This design comes from an exercise in tuning for small area, a short achievable clock period and few clock cycles per item on the open sky130 flow, not from production work. In this exercise RTL edits were held to simulation tests only and were not proved equivalent to the original.

### design.v
`default_nettype none
package sppd_pkg;
  localparam int COORD_BITS = 12;
  localparam int FRAC_BITS  = 4;
  localparam int DIFF_W  = COORD_BITS + 1;
  localparam int PAIR_W  = 2 * COORD_BITS + 3;
  localparam int MAG_W   = 2 * COORD_BITS + 1;
  localparam int DEN_W   = MAG_W;
  localparam int NUM_W   = 2 * MAG_W;
  localparam int LACC_W  = NUM_W + DEN_W;
  localparam int QW      = NUM_W + 2 * FRAC_BITS;
  localparam int SQ_W    = (QW + 1) / 2;
  localparam int CNT_W   = $clog2(QW);
  localparam int DIST_W   = 18;
  localparam int DIST_MAX = (1 << (DIST_W - 1)) - 1;
  localparam logic CFG_QUERY_X = 1'b0;
  localparam logic CFG_QUERY_Y = 1'b1;
  typedef struct packed {
    logic [COORD_BITS-1:0] vertex_x;
    logic [COORD_BITS-1:0] vertex_y;
    logic                  final_vertex;
  } in_req_t;
  typedef struct packed {
    logic signed [DIST_W-1:0] signed_distance;
    logic [COORD_BITS-1:0]    nearest_x;
    logic [COORD_BITS-1:0]    nearest_y;
  } out_req_t;
  typedef enum logic [4:0] {
    CMD_NONE, CMD_TAKE, CMD_CLOSE, CMD_DIFF,
    CMD_DOT1, CMD_DOT2, CMD_D1SQ, CMD_D2SQ, CMD_CROSS, CMD_LEN,
    CMD_SQR, CMD_PICK, CMD_C1, CMD_C2, CMD_C3, CMD_C4, CMD_C5, CMD_UPD,
    CMD_DIV_INIT, CMD_DIV_STEP, CMD_SQ_INIT, CMD_SQ_STEP, CMD_EMIT
  } cmd_e;
  typedef enum logic [4:0] {
    ST_IDLE, ST_CLOSE, ST_DIFF,
    ST_DOT1, ST_DOT2, ST_D1SQ, ST_D2SQ, ST_CROSS, ST_LEN,
    ST_SQR, ST_PICK, ST_C1, ST_C2, ST_C3, ST_C4, ST_C5, ST_UPD,
    ST_DIV_INIT, ST_DIV, ST_SQ_INIT, ST_SQ, ST_EMIT
  } state_e;
  typedef struct packed {
    logic at_start;
  } dp_status_t;
endpackage
`default_nettype wire
`default_nettype none
module sppd_ctrl (
  input  wire logic       clk_i,
  input  wire logic       rst_ni,
  input  wire logic       in_valid_i,
  input  wire logic       in_final_i,
  output logic            in_stall_o,
  output logic            out_valid_o,
  input  wire logic       out_stall_i,
  input  sppd_pkg::dp_status_t status_i,
  output sppd_pkg::cmd_e  cmd_o
);
  sppd_pkg::state_e             state_q, state_d;
  logic               closing_q, closing_d;
  logic               fin_q, fin_d;
  logic               out_valid_q, out_valid_d;
  logic [sppd_pkg::CNT_W-1:0]   cnt_q, cnt_d;
  always_ff @(posedge clk_i or negedge rst_ni) begin
    if (!rst_ni) begin
      state_q     <= sppd_pkg::ST_IDLE;
      closing_q   <= 1'b0;
      fin_q       <= 1'b0;
      out_valid_q <= 1'b0;
      cnt_q       <= '0;
    end else begin
      state_q     <= state_d;
      closing_q   <= closing_d;
      fin_q       <= fin_d;
      out_valid_q <= out_valid_d;
      cnt_q       <= cnt_d;
    end
  end
  always_comb begin
    state_d     = state_q;
    closing_d   = closing_q;
    fin_d       = fin_q;
    cnt_d       = cnt_q;
    cmd_o       = sppd_pkg::CMD_NONE;
    out_valid_d = out_valid_q & out_stall_i;
    unique case (state_q)
      sppd_pkg::ST_IDLE: begin
        if (in_valid_i) begin
          cmd_o     = sppd_pkg::CMD_TAKE;
          fin_d     = in_final_i;
          closing_d = 1'b0;
          if (status_i.at_start) begin
            if (in_final_i) state_d = sppd_pkg::ST_CLOSE;
          end else begin
            state_d = sppd_pkg::ST_DIFF;
          end
        end
      end
      sppd_pkg::ST_CLOSE: begin
        cmd_o     = sppd_pkg::CMD_CLOSE;
        closing_d = 1'b1;
        state_d   = sppd_pkg::ST_DIFF;
      end
      sppd_pkg::ST_DIFF:  begin cmd_o = sppd_pkg::CMD_DIFF;  state_d = sppd_pkg::ST_DOT1;  end
      sppd_pkg::ST_DOT1:  begin cmd_o = sppd_pkg::CMD_DOT1;  state_d = sppd_pkg::ST_DOT2;  end
      sppd_pkg::ST_DOT2:  begin cmd_o = sppd_pkg::CMD_DOT2;  state_d = sppd_pkg::ST_D1SQ;  end
      sppd_pkg::ST_D1SQ:  begin cmd_o = sppd_pkg::CMD_D1SQ;  state_d = sppd_pkg::ST_D2SQ;  end
      sppd_pkg::ST_D2SQ:  begin cmd_o = sppd_pkg::CMD_D2SQ;  state_d = sppd_pkg::ST_CROSS; end
      sppd_pkg::ST_CROSS: begin cmd_o = sppd_pkg::CMD_CROSS; state_d = sppd_pkg::ST_LEN;   end
      sppd_pkg::ST_LEN:   begin cmd_o = sppd_pkg::CMD_LEN;   state_d = sppd_pkg::ST_SQR;   end
      sppd_pkg::ST_SQR:   begin cmd_o = sppd_pkg::CMD_SQR;   state_d = sppd_pkg::ST_PICK;  end
      sppd_pkg::ST_PICK:  begin cmd_o = sppd_pkg::CMD_PICK;  state_d = sppd_pkg::ST_C1;    end
      sppd_pkg::ST_C1:    begin cmd_o = sppd_pkg::CMD_C1;    state_d = sppd_pkg::ST_C2;    end
      sppd_pkg::ST_C2:    begin cmd_o = sppd_pkg::CMD_C2;    state_d = sppd_pkg::ST_C3;    end
      sppd_pkg::ST_C3:    begin cmd_o = sppd_pkg::CMD_C3;    state_d = sppd_pkg::ST_C4;    end
      sppd_pkg::ST_C4:    begin cmd_o = sppd_pkg::CMD_C4;    state_d = sppd_pkg::ST_C5;    end
      sppd_pkg::ST_C5:    begin cmd_o = sppd_pkg::CMD_C5;    state_d = sppd_pkg::ST_UPD;   end
      sppd_pkg::ST_UPD: begin
        cmd_o = sppd_pkg::CMD_UPD;
        if (closing_q)  state_d = sppd_pkg::ST_DIV_INIT;
        else if (fin_q) state_d = sppd_pkg::ST_CLOSE;
        else            state_d = sppd_pkg::ST_IDLE;
      end
      sppd_pkg::ST_DIV_INIT: begin
        cmd_o   = sppd_pkg::CMD_DIV_INIT;
        cnt_d   = sppd_pkg::CNT_W'(sppd_pkg::QW - 1);
        state_d = sppd_pkg::ST_DIV;
      end
      sppd_pkg::ST_DIV: begin
        cmd_o = sppd_pkg::CMD_DIV_STEP;
        if (cnt_q == '0) state_d = sppd_pkg::ST_SQ_INIT;
        else             cnt_d   = cnt_q - 1'b1;
      end
      sppd_pkg::ST_SQ_INIT: begin
        cmd_o   = sppd_pkg::CMD_SQ_INIT;
        cnt_d   = sppd_pkg::CNT_W'(sppd_pkg::SQ_W - 1);
        state_d = sppd_pkg::ST_SQ;
      end
      sppd_pkg::ST_SQ: begin
        cmd_o = sppd_pkg::CMD_SQ_STEP;
        if (cnt_q == '0) state_d = sppd_pkg::ST_EMIT;
        else             cnt_d   = cnt_q - 1'b1;
      end
      sppd_pkg::ST_EMIT: begin
        if (!out_valid_q || !out_stall_i) begin
          cmd_o       = sppd_pkg::CMD_EMIT;
          out_valid_d = 1'b1;
          state_d     = sppd_pkg::ST_IDLE;
        end
      end
      default: state_d = sppd_pkg::ST_IDLE;
    endcase
  end
  assign in_stall_o  = (state_q != sppd_pkg::ST_IDLE);
  assign out_valid_o = out_valid_q;
endmodule
`default_nettype wire
`default_nettype none
module sppd_dp (
  input  wire logic                  clk_i,
  input  wire logic                  rst_ni,
  input  wire logic                  cfg_we_i,
  input  wire logic                  cfg_idx_i,
  input  wire logic [sppd_pkg::COORD_BITS-1:0] cfg_data_i,
  input  sppd_pkg::in_req_t          in_data_i,
  input  sppd_pkg::cmd_e             cmd_i,
  output sppd_pkg::dp_status_t       status_o,
  output sppd_pkg::out_req_t         out_data_o
);
  logic [sppd_pkg::COORD_BITS-1:0] qx_q, qy_q;
  logic                  at_start_q;
  logic [sppd_pkg::COORD_BITS-1:0] first_x_q, first_y_q, prev_x_q, prev_y_q;
  logic [sppd_pkg::COORD_BITS-1:0] cur_x_q, cur_y_q;
  logic [sppd_pkg::COORD_BITS-1:0] ax_q, ay_q, bx_q, by_q;
  logic                  ties_q;
  logic signed [sppd_pkg::DIFF_W-1:0] dx_q, dy_q, dx1_q, dy1_q, dx2_q, dy2_q;
  logic signed [sppd_pkg::PAIR_W-1:0] dot1_q, dot2_q, d1sq_q, d2sq_q, cross_q, len_q;
  logic [sppd_pkg::NUM_W-1:0]         prod_q, num_q;
  logic [sppd_pkg::DEN_W-1:0]         den_q;
  logic [sppd_pkg::LACC_W-1:0]        lacc_q, racc_q;
  logic                  best_valid_q;
  logic [sppd_pkg::NUM_W-1:0]      best_num_q;
  logic [sppd_pkg::DEN_W-1:0]      best_den_q;
  logic [sppd_pkg::COORD_BITS-1:0] best_x_q, best_y_q;
  logic                  parity_q;
  logic [sppd_pkg::DEN_W-1:0]      rem_q;
  logic [sppd_pkg::QW-1:0]         quo_q;
  logic [2*sppd_pkg::SQ_W-1:0]     rad_q;
  logic [sppd_pkg::SQ_W+1:0]       srem_q;
  logic [sppd_pkg::SQ_W-1:0]       root_q;
  sppd_pkg::out_req_t              out_q;
  logic signed [sppd_pkg::DIFF_W-1:0]   pa1, pb1, pa2, pb2;
  logic signed [2*sppd_pkg::DIFF_W-1:0] pr1, pr2;
  logic signed [sppd_pkg::PAIR_W-1:0]   pair_sum;
  always_comb begin
    pa1 = dx1_q; pb1 = dx_q; pa2 = dy1_q; pb2 = dy_q;
    case (cmd_i)
      sppd_pkg::CMD_DOT2:  begin pa1 = dx2_q; pb1 = dx_q;  pa2 = dy2_q;  pb2 = dy_q;  end
      sppd_pkg::CMD_D1SQ:  begin pa1 = dx1_q; pb1 = dx1_q; pa2 = dy1_q;  pb2 = dy1_q; end
      sppd_pkg::CMD_D2SQ:  begin pa1 = dx2_q; pb1 = dx2_q; pa2 = dy2_q;  pb2 = dy2_q; end
      sppd_pkg::CMD_CROSS: begin pa1 = dy1_q; pb1 = dx_q;  pa2 = -dx1_q; pb2 = dy_q;  end
      sppd_pkg::CMD_LEN:   begin pa1 = dx_q;  pb1 = dx_q;  pa2 = dy_q;   pb2 = dy_q;  end
      default: ;
    endcase
  end
  assign pr1      = pa1 * pb1;
  assign pr2      = pa2 * pb2;
  assign pair_sum = sppd_pkg::PAIR_W'(pr1) + sppd_pkg::PAIR_W'(pr2);
  logic [sppd_pkg::PAIR_W-1:0] cross_abs;
  logic [sppd_pkg::MAG_W-1:0]  ma, mb;
  logic [sppd_pkg::NUM_W-1:0]  mprod;
  assign cross_abs = cross_q[sppd_pkg::PAIR_W-1] ? sppd_pkg::PAIR_W'(-cross_q) : sppd_pkg::PAIR_W'(cross_q);
  always_comb begin
    ma = cross_abs[sppd_pkg::MAG_W-1:0];
    mb = cross_abs[sppd_pkg::MAG_W-1:0];
    case (cmd_i)
      sppd_pkg::CMD_C1: begin ma = num_q[sppd_pkg::MAG_W-1:0];          mb = best_den_q; end
      sppd_pkg::CMD_C2: begin ma = num_q[sppd_pkg::NUM_W-1:sppd_pkg::MAG_W];      mb = best_den_q; end
      sppd_pkg::CMD_C3: begin ma = best_num_q[sppd_pkg::MAG_W-1:0];     mb = den_q;      end
      sppd_pkg::CMD_C4: begin ma = best_num_q[sppd_pkg::NUM_W-1:sppd_pkg::MAG_W]; mb = den_q;      end
      default: ;
    endcase
  end
  assign mprod = ma * mb;
  logic skip, cr_pos, nearer;
  assign skip = ((ay_q <= qy_q) && (by_q <= qy_q)) ||
                ((ay_q >  qy_q) && (by_q >  qy_q)) ||
                ((ax_q <  qx_q) && (bx_q <  qx_q));
  assign cr_pos = (cross_q != '0) && (cross_q[sppd_pkg::PAIR_W-1] == dy_q[sppd_pkg::DIFF_W-1]);
  assign nearer = !best_valid_q || (lacc_q < racc_q) ||
                  (ties_q && (lacc_q == racc_q));
  logic [sppd_pkg::DEN_W:0]    div_sh;
  logic [sppd_pkg::SQ_W+3:0]   sq_t;
  logic [sppd_pkg::SQ_W+3:0]   sq_trial;
  assign div_sh   = {rem_q, quo_q[sppd_pkg::QW-1]};
  assign sq_t     = {srem_q, rad_q[2*sppd_pkg::SQ_W-1 -: 2]};
  assign sq_trial = (sppd_pkg::SQ_W+4)'({root_q, 2'b01});
  logic [sppd_pkg::DIST_W-2:0] mag;
  assign mag = (root_q > sppd_pkg::SQ_W'(sppd_pkg::DIST_MAX)) ? (sppd_pkg::DIST_W-1)'(sppd_pkg::DIST_MAX) : root_q[sppd_pkg::DIST_W-2:0];
  always_ff @(posedge clk_i or negedge rst_ni) begin
    if (!rst_ni) begin
      qx_q         <= '0;
      qy_q         <= '0;
      at_start_q   <= 1'b1;
      best_valid_q <= 1'b0;
      parity_q     <= 1'b0;
    end else begin
      if (cfg_we_i) begin
        unique case (cfg_idx_i)
          sppd_pkg::CFG_QUERY_X: qx_q <= cfg_data_i;
          sppd_pkg::CFG_QUERY_Y: qy_q <= cfg_data_i;
          default: ;
        endcase
      end
      case (cmd_i)
        sppd_pkg::CMD_TAKE: at_start_q <= 1'b0;
        sppd_pkg::CMD_UPD: begin
          if (nearer) best_valid_q <= 1'b1;
          if (!skip && cr_pos) parity_q <= ~parity_q;
        end
        sppd_pkg::CMD_EMIT: begin
          at_start_q   <= 1'b1;
          best_valid_q <= 1'b0;
          parity_q     <= 1'b0;
        end
        default: ;
      endcase
    end
  end
  always_ff @(posedge clk_i) begin
    case (cmd_i)
      sppd_pkg::CMD_TAKE: begin
        cur_x_q  <= in_data_i.vertex_x;
        cur_y_q  <= in_data_i.vertex_y;
        ax_q     <= prev_x_q;
        ay_q     <= prev_y_q;
        bx_q     <= in_data_i.vertex_x;
        by_q     <= in_data_i.vertex_y;
        prev_x_q <= in_data_i.vertex_x;
        prev_y_q <= in_data_i.vertex_y;
        ties_q   <= 1'b0;
        if (at_start_q) begin
          first_x_q <= in_data_i.vertex_x;
          first_y_q <= in_data_i.vertex_y;
        end
      end
      sppd_pkg::CMD_CLOSE: begin
        ax_q   <= cur_x_q;
        ay_q   <= cur_y_q;
        bx_q   <= first_x_q;
        by_q   <= first_y_q;
        ties_q <= 1'b1;
      end
      sppd_pkg::CMD_DIFF: begin
        dx_q  <= $signed({1'b0, bx_q}) - $signed({1'b0, ax_q});
        dy_q  <= $signed({1'b0, by_q}) - $signed({1'b0, ay_q});
        dx1_q <= $signed({1'b0, qx_q}) - $signed({1'b0, ax_q});
        dy1_q <= $signed({1'b0, qy_q}) - $signed({1'b0, ay_q});
        dx2_q <= $signed({1'b0, qx_q}) - $signed({1'b0, bx_q});
        dy2_q <= $signed({1'b0, qy_q}) - $signed({1'b0, by_q});
      end
      sppd_pkg::CMD_DOT1:  dot1_q  <= pair_sum;
      sppd_pkg::CMD_DOT2:  dot2_q  <= pair_sum;
      sppd_pkg::CMD_D1SQ:  d1sq_q  <= pair_sum;
      sppd_pkg::CMD_D2SQ:  d2sq_q  <= pair_sum;
      sppd_pkg::CMD_CROSS: cross_q <= pair_sum;
      sppd_pkg::CMD_LEN:   len_q   <= pair_sum;
      sppd_pkg::CMD_SQR:   prod_q  <= mprod;
      sppd_pkg::CMD_PICK: begin
        if (dot1_q <= 0) begin
          num_q <= sppd_pkg::NUM_W'(d1sq_q[sppd_pkg::DEN_W-1:0]);
          den_q <= sppd_pkg::DEN_W'(1);
        end else if (dot2_q >= 0) begin
          num_q <= sppd_pkg::NUM_W'(d2sq_q[sppd_pkg::DEN_W-1:0]);
          den_q <= sppd_pkg::DEN_W'(1);
        end else begin
          num_q <= prod_q;
          den_q <= len_q[sppd_pkg::DEN_W-1:0];
        end
      end
      sppd_pkg::CMD_C1: prod_q <= mprod;
      sppd_pkg::CMD_C2: begin
        lacc_q <= sppd_pkg::LACC_W'(prod_q);
        prod_q <= mprod;
      end
      sppd_pkg::CMD_C3: begin
        lacc_q <= lacc_q + (sppd_pkg::LACC_W'(prod_q) << sppd_pkg::MAG_W);
        prod_q <= mprod;
      end
      sppd_pkg::CMD_C4: begin
        racc_q <= sppd_pkg::LACC_W'(prod_q);
        prod_q <= mprod;
      end
      sppd_pkg::CMD_C5: racc_q <= racc_q + (sppd_pkg::LACC_W'(prod_q) << sppd_pkg::MAG_W);
      sppd_pkg::CMD_UPD: begin
        if (nearer) begin
          best_num_q <= num_q;
          best_den_q <= den_q;
          best_x_q   <= bx_q;
          best_y_q   <= by_q;
        end
      end
      sppd_pkg::CMD_DIV_INIT: begin
        rem_q <= '0;
        quo_q <= sppd_pkg::QW'(best_num_q) << (2 * sppd_pkg::FRAC_BITS);
      end
      sppd_pkg::CMD_DIV_STEP: begin
        if (div_sh >= {1'b0, best_den_q}) begin
          rem_q <= sppd_pkg::DEN_W'(div_sh - {1'b0, best_den_q});
          quo_q <= {quo_q[sppd_pkg::QW-2:0], 1'b1};
        end else begin
          rem_q <= div_sh[sppd_pkg::DEN_W-1:0];
          quo_q <= {quo_q[sppd_pkg::QW-2:0], 1'b0};
        end
      end
      sppd_pkg::CMD_SQ_INIT: begin
        rad_q  <= (2*sppd_pkg::SQ_W)'(quo_q);
        srem_q <= '0;
        root_q <= '0;
      end
      sppd_pkg::CMD_SQ_STEP: begin
        rad_q <= {rad_q[2*sppd_pkg::SQ_W-3:0], 2'b00};
        if (sq_t >= sq_trial) begin
          srem_q <= (sppd_pkg::SQ_W+2)'(sq_t - sq_trial);
          root_q <= {root_q[sppd_pkg::SQ_W-2:0], 1'b1};
        end else begin
          srem_q <= sq_t[sppd_pkg::SQ_W+1:0];
          root_q <= {root_q[sppd_pkg::SQ_W-2:0], 1'b0};
        end
      end
      sppd_pkg::CMD_EMIT: begin
        out_q.signed_distance <= parity_q ? $signed({1'b0, mag})
                                          : -$signed({1'b0, mag});
        out_q.nearest_x       <= best_x_q;
        out_q.nearest_y       <= best_y_q;
      end
      default: ;
    endcase
  end
  assign status_o.at_start = at_start_q;
  assign out_data_o        = out_q;
endmodule
`default_nettype wire
`default_nettype none
module signed_point_polygon_distance (
  input  wire logic                  clk_i,
  input  wire logic                  rst_ni,
  input  wire logic                  cfg_we_i,
  input  wire logic                  cfg_idx_i,
  input  wire logic [sppd_pkg::COORD_BITS-1:0] cfg_data_i,
  input  wire logic                  in_valid_i,
  output logic                       in_stall_o,
  input  sppd_pkg::in_req_t          in_data_i,
  output logic                       out_valid_o,
  input  wire logic                  out_stall_i,
  output sppd_pkg::out_req_t         out_data_o
);
  sppd_pkg::cmd_e       cmd;
  sppd_pkg::dp_status_t status;
  sppd_ctrl u_ctrl (
    .clk_i       (clk_i),
    .rst_ni      (rst_ni),
    .in_valid_i  (in_valid_i),
    .in_final_i  (in_data_i.final_vertex),
    .in_stall_o  (in_stall_o),
    .out_valid_o (out_valid_o),
    .out_stall_i (out_stall_i),
    .status_i    (status),
    .cmd_o       (cmd)
  );
  sppd_dp u_dp (
    .clk_i      (clk_i),
    .rst_ni     (rst_ni),
    .cfg_we_i   (cfg_we_i),
    .cfg_idx_i  (cfg_idx_i),
    .cfg_data_i (cfg_data_i),
    .in_data_i  (in_data_i),
    .cmd_i      (cmd),
    .status_o   (status),
    .out_data_o (out_data_o)
  );
endmodule
`default_nettype wire
### run.sh
#!/bin/bash
# synth_recipe.tcl (not shown) runs the flow's synth.tcl, then flattens the netlist and writes it again
# the make line also repeats each setting of config.mk as NAME=value (left out here)
make -C /OpenROAD-flow-scripts/flow DESIGN_CONFIG=/design/flow/config.mk WORK_HOME=/design/flow/orfs CLKGATE_MAP_FILE= SYNTH_SCRIPT=/design/flow/synth_recipe.tcl finish
### config.mk
export PLATFORM = sky130hd
export DESIGN_NAME = signed_point_polygon_distance
export DESIGN_NICKNAME = signed_point_polygon_distance
export VERILOG_FILES = /design/flow/design.v
export SDC_FILE = /design/flow/constraint.sdc
export NUM_CORES = 4
export LEC_CHECK = 0
export CAP_MARGIN = 20
export CORE_MARGIN = 2
export CORE_UTILIZATION = 40
export SLEW_MARGIN = 20
### constraint.sdc
create_clock -name core_clock -period 11.0 [get_ports {clk_i}]
set_input_delay 2.2000 -clock core_clock [delete_from_list [all_inputs] [get_ports {clk_i}]]
set_output_delay 2.2000 -clock core_clock [all_outputs]
set_load 0.01 [all_outputs]
==> results.txt <==
## Die
* Starting Density: 40.2%
* area of the core: 211000 sq um
* area enclosed by the die boundary: 216000 sq um
* horizontal die dimension: 465 um
* number of placed I/O pins: 87
* # rows: 169
* overall die height: 465 um

## Layout
* Filler Cell Count: 19973
* Post-Layout Inst Area: 95900 sq um
* Syn-to-layout area delta: 12.9%
* Final Net Count: 10486
* proportion of layout cells with a drive suffix above 1: 8.57%

## Route
* DR vias/cell: 5.35
* first-iteration detailed-routing DRC count: 5263
* antenna viol nets, final: 0
* wire length reported by the detailed router: 262000 um
* length of the first detailed-routing pass in iterations: 8
* number of DRC violations after detailed routing: 0
* vias: 63304
* Wirelength per Cell: 22.1 um

## Placed design
* dpl hpwl: 208000 um
* Routability Congestion: 1.01
* Setup Slack @ Placement: -0.626 ns
* port bufs: 86
* post-placement cell area: 92200 sq um

## Clock network
* clk slew on worst S/H paths: 0.06 ns
* clock sinks: 963
* cts bufs inserted: 101
* CTS tree: yes
* CTS HTree Levels: 3
* root cell of the clock tree: sky130_fd_sc_hd__clkbuf_16
* clock insertion delay at the later pin of the skew report: 0.76 ns
* setup fix buffers added after clock tree synthesis: 0
* number of buffers inserted for hold repair after clock tree synthesis: 0
* Max Buffers Root-to-Sink: 3

## Logic synthesis
* number of nets produced by synthesis: 10142
* area share of the largest cell type after synthesis: 32.6%
* number of enable-type register cells in the synthesized netlist: 922
* sequential cell area fraction in the yosys report: 33.8%
* post-synthesis sequential element count: 963
* commonest cells in the synthesized netlist: 1414 x sky130_fd_sc_hd__nand2_1, 1373 x sky130_fd_sc_hd__inv_1, 922 x sky130_fd_sc_hd__edfxtp_1, 920 x sky130_fd_sc_hd__fa_1, 602 x sky130_fd_sc_hd__ha_1
* share of synthesized flip-flops with an asynchronous set or reset: 4.26%
* top cells by area, synth: sky130_fd_sc_hd__edfxtp_1 33%, sky130_fd_sc_hd__fa_1 22%, sky130_fd_sc_hd__ha_1 8.9%
* most used flip-flop cell after synthesis: sky130_fd_sc_hd__edfxtp_1
* average size of a mapped cell: 9.90 sq um
* instance count of the mapped netlist: 8577
* post-synth top area cell: sky130_fd_sc_hd__edfxtp_1
* Synth warnings: 2
* most common cell in the synthesized netlist: sky130_fd_sc_hd__nand2_1
* summed instance area of the synthesized netlist: 84900 sq um
* Synth cell types: 94

## Global route
* M2 GR Usage: 39.6%
* met1 layer usage reported by global route: 32.7%
* via count of the first global-routing pass: 64927
* routing layer with the top usage in global route: met2
* total grt overflow: 0
* largest net degree at the start of global routing: 93
* first-pass GRT wire length: 399000 um
* antenna violations before repair: 12
* global-route met3 utilization: 3.49%
* total routing resource utilization after global routing: 24.2%

## Setup path
* source of the worst register-to-register timing path: u_dp.cross_q[0]
* Critical Path Fanout Max: 18
* crit path max-delay cell type: sky130_fd_sc_hd__fa_1
* worst stage delay on the critical path: 0.54 ns
* data required time of the critical path: 11.47 ns
* startpoint class of the critical path: input pin
* endpoint type of the worst setup path: flip-flop
* crit path kind: input pin to flip-flop
* arrival time worst endpoint: 11.23 ns
* crit path launch: out_stall_i

## Timing
* total count of hold-check failures in the final report: 0
* final period utilization: 97.8%
* number of setup violations in the final report: 0
* actual transition at the worst max-transition pin: 1.14 ns
* Rel. slew slack: 21.7%
* final worst setup slack: 0.240 ns
* Final Critical Period: 10.76 ns
* top achievable clock speed: 92.9 MHz
* max-slew violations: 0
* Worst Hold Margin: 0.419 ns
* clock tree skew after final layout: 0.0830 ns
* RSZ-0062 raised after global routing: false

## Job
* number of maximum-capacitance constraint violations: 0

## Hold path
* min-delay src: u_dp.prev_x_q[10]
* min-delay worst type: flip-flop to flip-flop

## Status
* status: complete, no violations

==> path summary, 6_finish.rpt <==
| path | to | slack (ns) | cells past startpoint |
|---|---|---|---|
| max in group asynchronous | u_ctrl.state_q[0] | 8.91 | 2 |
| worst max register to register | u_dp.prod_q[44] | 0.98 | 34 |
| worst max-delay path | u_dp.prod_q[44] | 0.24 | 37 |
| worst min-delay path | u_dp.ax_q[10] | 0.42 | 0 |
| min in group asynchronous | u_dp.qx_q[5] | 1.57 | 2 |
| worst min register to register | u_dp.ax_q[10] | 0.42 | 0 |
==> area by class of cell <==
type,count,area [sq um],share of cell area [%]
multi-input combinational,5905,49900,52.1
clock buffer,125,2710,2.83
clock inverter,66,892,0.931
tap,2821,3530,3.68
inverter,1374,5160,5.38
antenna,7,17.5,0.0183
timing repair buffer,576,4890,5.10
sequential,963,28700,30.0
==> through the flow <==
stage	instances	utilization, %	setup TNS [ns]
5_1_grt	11831	45.3	0
3_3_place_gp	11637	43.6	-7.40
3_5_place_dp	11638	43.6	-8.03
6_report	11837	45.3	0
2_1_floorplan	8577	-	0
4_1_cts	11829	45.3	0
==> metal layers <==
layer / part of all wire (%) / up-vias
met5: 0.010 / -
met3: 6.7 / 406
li1: - / 28879
met1: 43 / 31801
met2: 46 / 2214
met4: 4.4 / 4
==> sequential cells by signal, summed over array words and instances, names as in the netlist, 25 cells and up <==
signal           count
u_dp.num_q          50
u_dp.dot1_q         27
u_dp.root_q         29
u_dp.d1sq_q         25
u_dp.d2sq_q         25
u_dp.prod_q         50
u_dp.best_den_q     25
u_dp.rem_q          25
u_dp.len_q          25
u_dp.rad_q          58
u_dp.lacc_q         75
u_dp.srem_q         31
u_dp.out_q          42
u_dp.cross_q        27
u_dp.best_num_q     50
u_dp.den_q          25
u_dp.racc_q         75
u_dp.quo_q          58
==> cell families (layout without fill, tap and decap cells) <==
| kind of cell | count (synthesis) | in the layout | synth area share (%) |
|---|---|---|---|
| compound gates | 1252 | 1252 | 9.58 |
| xor+xnor | 265 | 265 | 2.73 |
| fa+ha+maj | 1522 | 1522 | 30.6 |
| buf+inv | 1709 | 2141 | 7.61 |
| flops | 963 | 963 | 33.8 |
| mux | 80 | 80 | 0.983 |
| other cells | 0 | 7 | 0 |
| simple gates | 2786 | 2786 | 14.7 |
==> cell usage in the layout, fill, tap and decap left out, types with 92 or more instances in the layout <==
cell type	synthesis	final
sky130_fd_sc_hd__nor3_1	95	92
sky130_fd_sc_hd__nor2_1	517	507
sky130_fd_sc_hd__clkbuf_16	0	102
sky130_fd_sc_hd__nand2b_1	92	92
sky130_fd_sc_hd__fa_1	920	920
sky130_fd_sc_hd__buf_4	1	461
sky130_fd_sc_hd__inv_1	1373	1371
sky130_fd_sc_hd__o21ai_0	291	290
sky130_fd_sc_hd__a21o_1	167	167
sky130_fd_sc_hd__and2_1	201	201
sky130_fd_sc_hd__a21oi_1	344	338
sky130_fd_sc_hd__ha_1	602	602
sky130_fd_sc_hd__nand3_1	109	108
sky130_fd_sc_hd__edfxtp_1	922	922
sky130_fd_sc_hd__xnor2_1	163	162
sky130_fd_sc_hd__xor2_1	102	102
sky130_fd_sc_hd__nand2_1	1414	1409
sky130_fd_sc_hd__nor2b_1	107	107
==> worst max-delay path, delay by kind of cell <==
kind / cells / cell delay [ns]
buffers and inverters: 11 / 1.30
adders and majority gates: 8 / 3.56
xor gates and xnor gates: 1 / 0.09
and+or+nand+nor: 6 / 1.14
AOI/OAI and AO/OA: 11 / 2.92
==> what timing repair did <==
action / 4_1_cts / 5_1_grt
setup endpoints to repair: 0 / 13
resized for setup: 0 / 9
hold endpoints to repair: 0 / 0
Testbench counts, summed over its fixed seeds: cycles 259,680, vertices 8,938.

-- afterwards: timing with drivers on the ports --
How much do the figures lean on ideal ports? The routed layout below was timed once more, with nothing changed but the port constraints. Step 1 (the two cells are an assumption about what drives the block):
set clk [get_ports {clk_i}]
set_driving_cell -lib_cell sky130_fd_sc_hd__clkbuf_16 $clk
set_driving_cell -lib_cell sky130_fd_sc_hd__buf_2 [delete_from_list [all_inputs] $clk]
Step 2, shift: input delay + t, output delay - t, t = (earliest + latest rising clock arrival at the registers) / 2. This alone moves slack from input paths to output paths. a / b / c = ideal / step 1 / step 2; a / b = the first two.
t (ns): 0.784
slack for setup (ns): 0.240 / 0.280 / -0.505
clock arrival spread, ns: 0.083 / 0.083
slew at the worst register clock pin (ns): 0.08 / 0.08
cell pins on the clock port's net: 1
With both steps, setup timing fails in this run, where it was met with ideal ports. For this run, drivers alone change the setup slack by +0.040 ns; drivers and shift together by -0.745 ns.
